Source: an optimization exercise on an open RTL-to-GDS flow (aim: small area, a short achievable clock period and few clock cycles per item). Production flows keep margins and buffers that such runs may drop.
At most, simulation tests tie the RTL to the original design; equivalence was not proved.

v29:
// lc4_core
module lc4_core
(
    input  logic        gwe,
    input  logic        i_arst_n,
    input  logic        i_insn_valid,
    input  logic [15:0] i_insn,
    output logic        o_insn_ready,
    output logic        o_ret_valid,
    input  logic        i_ret_ready,
    output logic [15:0] o_ret_insn,
    output logic        o_ret_we,
    output logic [2:0]  o_ret_wsel,
    output logic [15:0] o_ret_data,
    output logic [2:0]  o_ret_nzp
);
clock: 8.2 ns
lec_check: 0
abc_area: 1
cap_margin: 20
core_margin: 2
core_utilization: 40
place_density: 0.6
slew_margin: 20
run.sh (not shown) runs the stock make flow with config.mk's settings and CLKGATE_MAP_FILE= SYNTH_SCRIPT=/design/flow/synth_recipe.tcl, a recipe that flattens the netlist after the stock synthesis.
Testbench counts of v29, summed over its fixed seeds: cycles 16,336, items 16,000.
Input-level comparison between v33 and v29:
Settings: an added TNS_END_PERCENT of 0; an added SETUP_SLACK_MARGIN of 4.0.
## What came out
The via count in v33 sits 397 above the value recorded for v29.
v33 vs v29 — portion of the clock cycle consumed by the worst path in the final layout dropped 16 points.
Post-cts repair resize count, v33 and v29: lower on v29
Setup slack after layout, v33 and v29: lower on v29
Diff v29 -> v33: number of clock buffers inserted by TritonCTS went down, routed wire length higher.
Reported for v33 and v29, sequential cell count turned out identical to the last digit.
Relative to v29, the number of cells in the finished layout apart from fillers measured on v33 has increased by a few percent.
Against v29, the final cell area of v33 is higher.
> inputs changed (v33 -> v53)
Settings: swapping 4.0 for 3.5 in SETUP_SLACK_MARGIN.
==> comparison <==
The core of v53 is more densely filled than that of v33. The higher highest achievable clock rate of v33 and v53 is in v53. v53 ended up with y_s[4] as its launch point of the worst path; v33 ended up with i_ret_ready. [v53] met2 wire length rose 2.2% relative to v33. v53 against v33; clock buffer count in the final layout is down by more than 10%. The run showing the greater post-layout instance count excluding filler cells is v53.
Here is what was changed in the inputs of v39 compared with v53.
Settings: SETUP_SLACK_MARGIN changed from 3.5 to 3.0.
Notes after the runs:
v39 ran to completion and came out clean on the timing, DRC and antenna checks.
Summary of v39 over v53: number of inverters outside the clock class in the layout now smaller; count of routing violations after the opening detailed-route iteration now larger; total global routing overflow comparable; fraction of area in registers now larger.


08-02:
lc4_core, a different RTL version from the one above (not shown whole).
Settings: LEC_CHECK=0, ABC_AREA=0, CAP_MARGIN=20, CORE_MARGIN=2, CORE_UTILIZATION=40, PLACE_DENSITY=0.6, SETUP_SLACK_MARGIN=4.0, SLEW_MARGIN=20, TNS_END_PERCENT=0; clock period 8.2 ns.
## Diff of input files: 04-28 against 08-02
--- a/flow/config.mk
+++ b/flow/config.mk
@@ -6,5 +6,5 @@
 export NUM_CORES = 4
 export LEC_CHECK = 0
-export ABC_AREA = 0
+export ABC_AREA = 1
 export CAP_MARGIN = 20
 export CORE_MARGIN = 2
==> comparison <==
- Count of non-filler cells in the finished layout grows by more than 10% when moving from 08-02 to 04-28.
- In the tables for 08-02 and 04-28, post-detailed-placement cell area reads higher with 04-28.
- The register-to-register setup slack in 04-28 sits 0.31 ns above the value recorded for 08-02.
- On 04-28: met2 capacity usage during global routing is 0.81 points lower than what 08-02 gave.
- Worst-path maximum fanout: 04-28 lower than 08-02
- TritonCTS buffer count, 08-02 and 04-28: larger value in 04-28
- Compared with 08-02, die extent in x in 04-28 increased slightly.
- Area used by multi-input combinational logic: 04-28 lower than 08-02
- On flip-flop and latch count, 08-02 and 04-28 are basically level.
No run of this note included a check of the RTL's function; only the layout flow was run.


Another version of the RTL of lc4_core (not shown whole).
For scale: about 1900 cells after synthesis, roughly 240 flip-flops, about 0.016 sq mm of cells after synthesis.
make LEC_CHECK=0 ABC_AREA=1 CAP_MARGIN=20 CORE_MARGIN=2 CORE_UTILIZATION=40 GPL_ROUTABILITY_DRIVEN=0 PLACE_DENSITY=0.6 SETUP_SLACK_MARGIN=4.0 SLEW_MARGIN=20 TNS_END_PERCENT=0 finish   # period 8.2 ns
Testbench counts at the start, summed over its fixed seeds: cycles 16,336, items 16,000.
Then changed:
GPL_ROUTABILITY_DRIVEN = default   (was 0)
=> The new run passed the timing, DRC and antenna checks; worst setup slack gains 0.026 ns; wire length went up by 1.3%; fmax grows by 0.56%; cell count increases by 0.96%.
Then changed:
CORE_UTILIZATION = 60   (was 40)
PLACE_DENSITY = 0.75   (was 0.6)
Outcome: The new run completed without violations; setup slack gets worse by 0.16 ns; cell count shrinks by a little under a tenth; global-route usage increases by 11 points.
Then changed:
CAP_MARGIN = 10   (was 20)
CORE_UTILIZATION = 40   (was 60)
PLACE_DENSITY = 0.6   (was 0.75)
SLEW_MARGIN = 10   (was 20)
The changed run passed the timing, DRC and antenna checks.
Non-clock buffer count rose by 11.
Register-to-register slack is better by 0.08 ns.
First-iteration DRC count fell by 29%.
Then changed:
CAP_MARGIN = 20   (was 10)
SETUP_SLACK_MARGIN = 3.5   (was 4.0)
SLEW_MARGIN = 20   (was 10)
After rerunning:
- sequential cell count is unchanged
- clock-buffer cell count is unchanged
- final area hardly moves
- setup slack got worse by 0.039 ns
- core utilization went down by 0.13 points
- maximum frequency came out lower by 0.82%
- routed wire length barely changes
- cell count is about the same


== run a ==
Starting RTL as in the previous note.
export LEC_CHECK = 0
export ABC_AREA = 1
export CAP_MARGIN = 20
export CORE_MARGIN = 2
export CORE_UTILIZATION = 40
export PLACE_DENSITY = 0.6
export SETUP_SLACK_MARGIN = 4.0
export SLEW_MARGIN = 20
export TNS_END_PERCENT = 20
create_clock -name core_clock -period 8.2 [get_ports {gwe}]
Run a | status: complete | timing, DRC, antenna: pass
Testbench counts of run a, summed over its fixed seeds: cycles 16,336, items 16,000.
[inputs] run b vs run a
- swapping 20 for 0 in TNS_END_PERCENT
- swapping 0.6 for 0.45 in PLACE_DENSITY
- swapping 40 for 30 in CORE_UTILIZATION
Of run b and run a, it is run b that has the lower global routing met3 resource utilization.
Delta(pin count of the biggest net entering global routing, run b - run a) < 0
Run b vs run a — clock period minus worst slack rose 0.0072 ns.
Any difference in fmax between run b and run a is small enough to ignore.

-- what the ideal ports hide --
Ports are ideal in the flow. The routed layouts listed here were re-timed in OpenROAD.
Step 1, drivers: a clkbuf_16 drives gwe and a buf_2 each remaining input, both assumed.
Step 2 adds t to the input delays and takes it off the output delays; t is the mean of the earliest and latest rising clock arrival at the registers after step 1. Input paths then give back, and output paths get back, about the clock's delay inside the block.
Slacks: no drivers / after step 1 / after step 2; pairs: no drivers / after step 1.
run | shift t [ns] | setup slack, ns | worst setup path at the end | worst data-port slew with drivers (ns)
v29 | 0.600 | 1.922 / 1.869 / 2.054 | register to register | 0.03
v33 | 0.573 | 3.239 / 3.192 / 3.216 | input to output | 0.04
v53 | 0.597 | 3.278 / 3.226 / 3.291 | register to register | 0.03
v39 | 0.597 | 2.920 / 2.920 / 2.920 | register to register | 0.03
08-02 | 0.578 | 3.354 / 3.354 / 3.354 | register to register | 0.05
04-28 | 0.602 | 3.527 / 3.476 / 3.661 | register to register | 0.04
the first run of note 3 | 0.588 | 3.501 / 3.452 / 3.523 | register to register | 0.04
the second run of note 3 | 0.602 | 3.527 / 3.476 / 3.661 | register to register | 0.04
the third run of note 3 | 0.599 | 3.368 / 3.317 / 3.581 | register to register | 0.04
the fourth run of note 3 | 0.605 | 3.523 / 3.471 / 3.661 | register to register | 0.04
the fifth run of note 3 | 0.601 | 3.484 / 3.435 / 3.521 | register to register | 0.04
run a | 0.605 | 3.523 / 3.472 / 3.772 | register to register | 0.04
run b | 0.615 | 3.515 / 3.464 / 3.623 | register to register | 0.05
After both steps setup and hold are still met in every run listed. For v33, which loses most, drivers alone change the setup slack by -0.047 ns; drivers and shift together by -0.023 ns.
